Background: an optimization exercise with open tools, aiming at small area and a short achievable clock period. Do not read the settings as production practice.
The RTL was checked by simulation tests, not by an equivalence proof against the original design.

== main ==
Design simple_fixed, start of the top module:
module simple_fixed (
  input  logic                   clock,
  input  logic                   reset,
  input  logic [2:0]             instr_format,
  input  logic [10:0]            op_code,
  input  logic [6:0]             dest_reg_addr,
  input  logic [127:0]           src_reg_a,
  input  logic [127:0]           src_reg_b,
  input  logic [17:0]            imm_value,
  input  logic                   enable_reg_write,
  input  logic                   branch_is_taken,
  output logic [127:0]           wb_data,
  output logic [6:0]             wb_reg_addr,
  output logic                   wb_enable_reg_write
);
Size: ~2900 cells after synthesis, about 440 I/O pins, about 22000 sq um of cells after synthesis.
==> module fx_execute, before the edit <==
module fx_execute (
  input  logic         k_ar,      
  input  logic         k_ceq,
  input  logic         k_cgt,
  input  logic         lg_g,      
  input  logic         lg_p,
  input  logic         lg_n,
  input  logic         is_half,
  input  logic [127:0] p,
  input  logic [127:0] g,
  input  logic [3:0]   ps16,
  output logic [127:0] result
);
  for (genvar w = 0; w < 4; w++) begin : g_word
    logic [31:0] gg [0:5];
    logic [31:0] pp [0:5];
    logic [31:0] c, ps, sum;
    assign gg[0] = g[32*w +: 32];
    assign pp[0] = p[32*w +: 32];
    for (genvar l = 1; l <= 5; l++) begin : g_lv
      for (genvar i = 0; i < 32; i++) begin : g_bit
        if ((i >> (l - 1)) % 2 == 1) begin : g_op
          localparam int J = ((i >> (l - 1)) << (l - 1)) - 1;
          assign gg[l][i] = gg[l-1][i] | (pp[l-1][i] & gg[l-1][J]);
          assign pp[l][i] = pp[l-1][i] & pp[l-1][J];
        end else begin : g_cp
          assign gg[l][i] = gg[l-1][i];
          assign pp[l][i] = pp[l-1][i];
        end
      end
    end
    assign c  = {gg[5][30:0], 1'b0};
    assign ps = {p[32*w+17 +: 15], ps16[w], p[32*w +: 16]};
    assign sum = ps ^ {c[31:17], c[16] & ~is_half, c[15:0]};
    logic ovf_l, ovf_h, sgn_l, sgn_h, eq_l, eq_h;
    assign ovf_l = ~p[32*w+15] & (sum[15] ^ g[32*w+15]);
    assign sgn_l = ovf_l ? g[32*w+15] : sum[15];
    assign ovf_h = ~p[32*w+31] & (sum[31] ^ g[32*w+31]);
    assign sgn_h = ovf_h ? g[32*w+31] : sum[31];
    assign eq_l  = ~|ps[15:0];
    assign eq_h  = ~|ps[31:16];
    logic ovf_lo, sgn_lo, e_lo, e_hi;
    assign ovf_lo = is_half ? ovf_l : ovf_h;
    assign sgn_lo = is_half ? sgn_l : sgn_h;
    assign e_lo   = is_half ? eq_l : (eq_l & eq_h);
    assign e_hi   = is_half ? eq_h : (eq_l & eq_h);
    logic pass_lo, pass_hi, top_lo, rest_lo, top_hi, rest_hi;
    assign pass_lo = k_ar & ~ovf_lo;
    assign pass_hi = k_ar & ~ovf_h;
    assign rest_lo = (k_ar & ovf_lo & ~sgn_lo) | (k_cgt & sgn_lo) | (k_ceq & e_lo);
    assign top_lo  = (k_ar & ovf_lo & (is_half ? sgn_lo : ~sgn_lo)) | (k_cgt & sgn_lo) |
                     (k_ceq & e_lo);
    assign rest_hi = (k_ar & ovf_h & ~sgn_h) | (k_cgt & sgn_h) | (k_ceq & e_hi);
    assign top_hi  = (k_ar & ovf_h & sgn_h) | (k_cgt & sgn_h) | (k_ceq & e_hi);
    logic [31:0] lg, fill, pass;
    assign lg   = ({32{lg_g}} & g[32*w +: 32]) | ({32{lg_p}} & ps) | ({32{lg_n}} & ~g[32*w +: 32]);
    assign fill = {top_hi, {15{rest_hi}}, top_lo, {15{rest_lo}}};
    assign pass = {{16{pass_hi}}, {16{pass_lo}}};
    assign result[32*w +: 32] = (pass & sum) | fill | lg;
  end
endmodule
==> module simple_fixed, before the edit <==
module simple_fixed (
  input  logic                   clock,
  input  logic                   reset,
  input  logic [2:0]             instr_format,
  input  logic [10:0]            op_code,
  input  logic [6:0]             dest_reg_addr,
  input  logic [127:0]           src_reg_a,
  input  logic [127:0]           src_reg_b,
  input  logic [17:0]            imm_value,
  input  logic                   enable_reg_write,
  input  logic                   branch_is_taken,
  output logic [127:0]           wb_data,
  output logic [6:0]             wb_reg_addr,
  output logic                   wb_enable_reg_write
);
  logic k_add, k_sub, k_ceq, k_cgt, k_and, k_or, k_xor, k_nand;
  logic negate, is_half, is_imm, valid;
  fx_decode i_decode (
    .reset           (reset),
    .instr_format    (instr_format),
    .op_code         (op_code),
    .branch_is_taken (branch_is_taken),
    .k_add (k_add), .k_sub (k_sub), .k_ceq (k_ceq), .k_cgt (k_cgt),
    .k_and (k_and), .k_or (k_or), .k_xor (k_xor), .k_nand (k_nand),
    .negate (negate), .is_half (is_half), .is_imm (is_imm), .valid (valid)
  );
  logic         q_ar, q_ceq, q_cgt, q_lg_g, q_lg_p, q_lg_n, q_half, q_write;
  logic [127:0] q_p, q_g, result;
  logic [3:0]   q_ps16;
  logic [6:0]   q_dest;
  fx_issue_reg i_issue_reg (
    .clock (clock),
    .k_add (k_add), .k_sub (k_sub), .k_ceq (k_ceq), .k_cgt (k_cgt),
    .k_and (k_and), .k_or (k_or), .k_xor (k_xor), .k_nand (k_nand),
    .negate (negate), .is_half (is_half), .is_imm (is_imm),
    .src_a (src_reg_a), .src_b (src_reg_b), .imm (imm_value[9:0]),
    .in_dest  (valid ? dest_reg_addr : 7'd0),
    .in_write (valid & enable_reg_write),
    .q_ar (q_ar), .q_ceq (q_ceq), .q_cgt (q_cgt),
    .q_lg_g (q_lg_g), .q_lg_p (q_lg_p), .q_lg_n (q_lg_n), .q_half (q_half),
    .q_p (q_p), .q_g (q_g), .q_ps16 (q_ps16),
    .q_dest (q_dest), .q_write (q_write)
  );
  fx_execute i_execute (
    .k_ar (q_ar), .k_ceq (q_ceq), .k_cgt (q_cgt),
    .lg_g (q_lg_g), .lg_p (q_lg_p), .lg_n (q_lg_n), .is_half (q_half),
    .p (q_p), .g (q_g), .ps16 (q_ps16),
    .result (result)
  );
  always_ff @(posedge clock) begin
    if (reset) begin
      wb_data             <= '0;
      wb_reg_addr         <= '0;
      wb_enable_reg_write <= 1'b0;
    end else begin
      wb_data             <= result;
      wb_reg_addr         <= q_dest;
      wb_enable_reg_write <= q_write;
    end
  end
endmodule
clock: 5.0 ns
lec_check: 0
abc_area: 1
cap_margin: 20
core_margin: 2
core_utilization: 40
setup_slack_margin: 2.85
slew_margin: 20
standard.sh (not shown) runs the stock make flow with config.mk's settings and CLKGATE_MAP_FILE= SYNTH_SCRIPT=/design/flow/synth_recipe.tcl, a recipe that flattens the netlist after the stock synthesis.
==> flow/flow/run.sh <==
#!/bin/bash
# The standard layout (standard.sh: unchanged synthesis and steps) with two changes to how
# cells are chosen: the port buffers are the smallest buffer cell instead of the one
# buffer_ports picks by default, and clock tree synthesis uses clkbuf_4/clkbuf_8 in clusters
# of up to 16 sinks, without dummy loads. ORFS writes each step's log under orfs/logs/;
# make's own output goes to make_finish.log.
set -euo pipefail
cd "$(dirname "$0")/.."
bash standard.sh \
  "BUFFER_PORTS_ARGS=-buffer_cell sky130_fd_sc_hd__buf_1" \
  "CTS_ARGS=-sink_clustering_enable -repair_clock_nets -dont_use_dummy_load -buf_list {sky130_fd_sc_hd__clkbuf_4 sky130_fd_sc_hd__clkbuf_8} -sink_clustering_size 16 -sink_clustering_max_diameter 60" \
  finish > make_finish.log 2>&1
main completed every stage of the flow, and the final layout passed the timing, DRC and antenna checks.
Here is what was changed in the inputs of the feature branch compared with main.
--- a/flow/design.v
+++ b/flow/design.v
@@ -172,12 +172,13 @@
     q_dest  <= in_dest;
     q_write <= in_write;
   end
 endmodule
 `timescale 1ns/1ns
 module fx_execute (
+  input  logic         reset,     
   input  logic         k_ar,      
   input  logic         k_ceq,
   input  logic         k_cgt,
   input  logic         lg_g,      
   input  logic         lg_p,
   input  logic         lg_n,
@@ -218,21 +219,22 @@
     logic ovf_lo, sgn_lo, e_lo, e_hi;
     assign ovf_lo = is_half ? ovf_l : ovf_h;
     assign sgn_lo = is_half ? sgn_l : sgn_h;
     assign e_lo   = is_half ? eq_l : (eq_l & eq_h);
     assign e_hi   = is_half ? eq_h : (eq_l & eq_h);
     logic pass_lo, pass_hi, top_lo, rest_lo, top_hi, rest_hi;
-    assign pass_lo = k_ar & ~ovf_lo;
-    assign pass_hi = k_ar & ~ovf_h;
-    assign rest_lo = (k_ar & ovf_lo & ~sgn_lo) | (k_cgt & sgn_lo) | (k_ceq & e_lo);
-    assign top_lo  = (k_ar & ovf_lo & (is_half ? sgn_lo : ~sgn_lo)) | (k_cgt & sgn_lo) |
-                     (k_ceq & e_lo);
-    assign rest_hi = (k_ar & ovf_h & ~sgn_h) | (k_cgt & sgn_h) | (k_ceq & e_hi);
-    assign top_hi  = (k_ar & ovf_h & sgn_h) | (k_cgt & sgn_h) | (k_ceq & e_hi);
+    assign pass_lo = ~reset & k_ar & ~ovf_lo;
+    assign pass_hi = ~reset & k_ar & ~ovf_h;
+    assign rest_lo = ~reset & ((k_ar & ovf_lo & ~sgn_lo) | (k_cgt & sgn_lo) | (k_ceq & e_lo));
+    assign top_lo  = ~reset & ((k_ar & ovf_lo & (is_half ? sgn_lo : ~sgn_lo)) |
+                               (k_cgt & sgn_lo) | (k_ceq & e_lo));
+    assign rest_hi = ~reset & ((k_ar & ovf_h & ~sgn_h) | (k_cgt & sgn_h) | (k_ceq & e_hi));
+    assign top_hi  = ~reset & ((k_ar & ovf_h & sgn_h) | (k_cgt & sgn_h) | (k_ceq & e_hi));
     logic [31:0] lg, fill, pass;
-    assign lg   = ({32{lg_g}} & g[32*w +: 32]) | ({32{lg_p}} & ps) | ({32{lg_n}} & ~g[32*w +: 32]);
+    assign lg   = ({32{lg_g & ~reset}} & g[32*w +: 32]) | ({32{lg_p & ~reset}} & ps) |
+                  ({32{lg_n & ~reset}} & ~g[32*w +: 32]);
     assign fill = {top_hi, {15{rest_hi}}, top_lo, {15{rest_lo}}};
     assign pass = {{16{pass_hi}}, {16{pass_lo}}};
     assign result[32*w +: 32] = (pass & sum) | fill | lg;
   end
 endmodule
 `timescale 1ns/1ns
@@ -277,23 +279,23 @@
     .q_ar (q_ar), .q_ceq (q_ceq), .q_cgt (q_cgt),
     .q_lg_g (q_lg_g), .q_lg_p (q_lg_p), .q_lg_n (q_lg_n), .q_half (q_half),
     .q_p (q_p), .q_g (q_g), .q_ps16 (q_ps16),
     .q_dest (q_dest), .q_write (q_write)
   );
   fx_execute i_execute (
+    .reset (reset),
     .k_ar (q_ar), .k_ceq (q_ceq), .k_cgt (q_cgt),
     .lg_g (q_lg_g), .lg_p (q_lg_p), .lg_n (q_lg_n), .is_half (q_half),
     .p (q_p), .g (q_g), .ps16 (q_ps16),
     .result (result)
   );
   always_ff @(posedge clock) begin
+    wb_data <= result;
     if (reset) begin
-      wb_data             <= '0;
       wb_reg_addr         <= '0;
       wb_enable_reg_write <= 1'b0;
     end else begin
-      wb_data             <= result;
       wb_reg_addr         <= q_dest;
       wb_enable_reg_write <= q_write;
     end
   end
 endmodule
==> summary.txt <==
The final layout from the feature branch, which completed every stage, passed the timing, DRC and antenna checks at the end of the flow. Diff main -> the feature branch: sequential fraction of the synthesis area rose by 1.1 points, routed wire length shows a reduction of about 0.9%, met3 wire length now sits higher, count of plain and timing-repair buffers in the layout went down by 3.6%. The met1 demand-to-capacity share in global routing reported for the feature branch is smaller than that of main by 1.8 points. Of main and the feature branch, the run reporting the higher worst hold slack was the feature branch. Per the comparison of the feature branch with main, number of multi-input logic gates went down; per-cell via count in the routed design went up 0.027; maximum number of pins on one net before global-route repair saw a decrease. The feature branch vs. main: layout net count has decreased; design area dropped 3.3%; layout sequential cell count now sits at about the same level. Diff main -> the feature branch | die area | down by a few percent.

-- what the ideal ports hide --
How much do the figures lean on ideal ports? The routed layouts below were timed once more, with nothing changed but the port constraints.
Step 1 sets driving cells, clkbuf_16 on the clock port and buf_2 on the other inputs (assumed; they add their load-dependent delay and slew).
Step 2 adds t to the input delays and takes it off the output delays; t is the mean of the earliest and latest rising clock arrival at the registers after step 1. Input paths then give back, and output paths get back, about the clock's delay inside the block.
a / b / c = no drivers / after step 1 / after step 2; a / b = the first two.
| run | t (ns) | slack for setup (ns) | worst setup path at the end | pins driven straight from the clock port |
|---|---|---|---|---|
| main | 0.675 | 2.793 / 2.793 / 2.198 | input to register | 1 |
| the feature branch | 0.671 | 2.817 / 2.816 / 2.156 | input to register | 1 |
After both steps setup and hold are still met in every run listed. For the feature branch, which loses most, drivers alone change the setup slack by -0.001 ns; drivers and shift together by -0.661 ns.
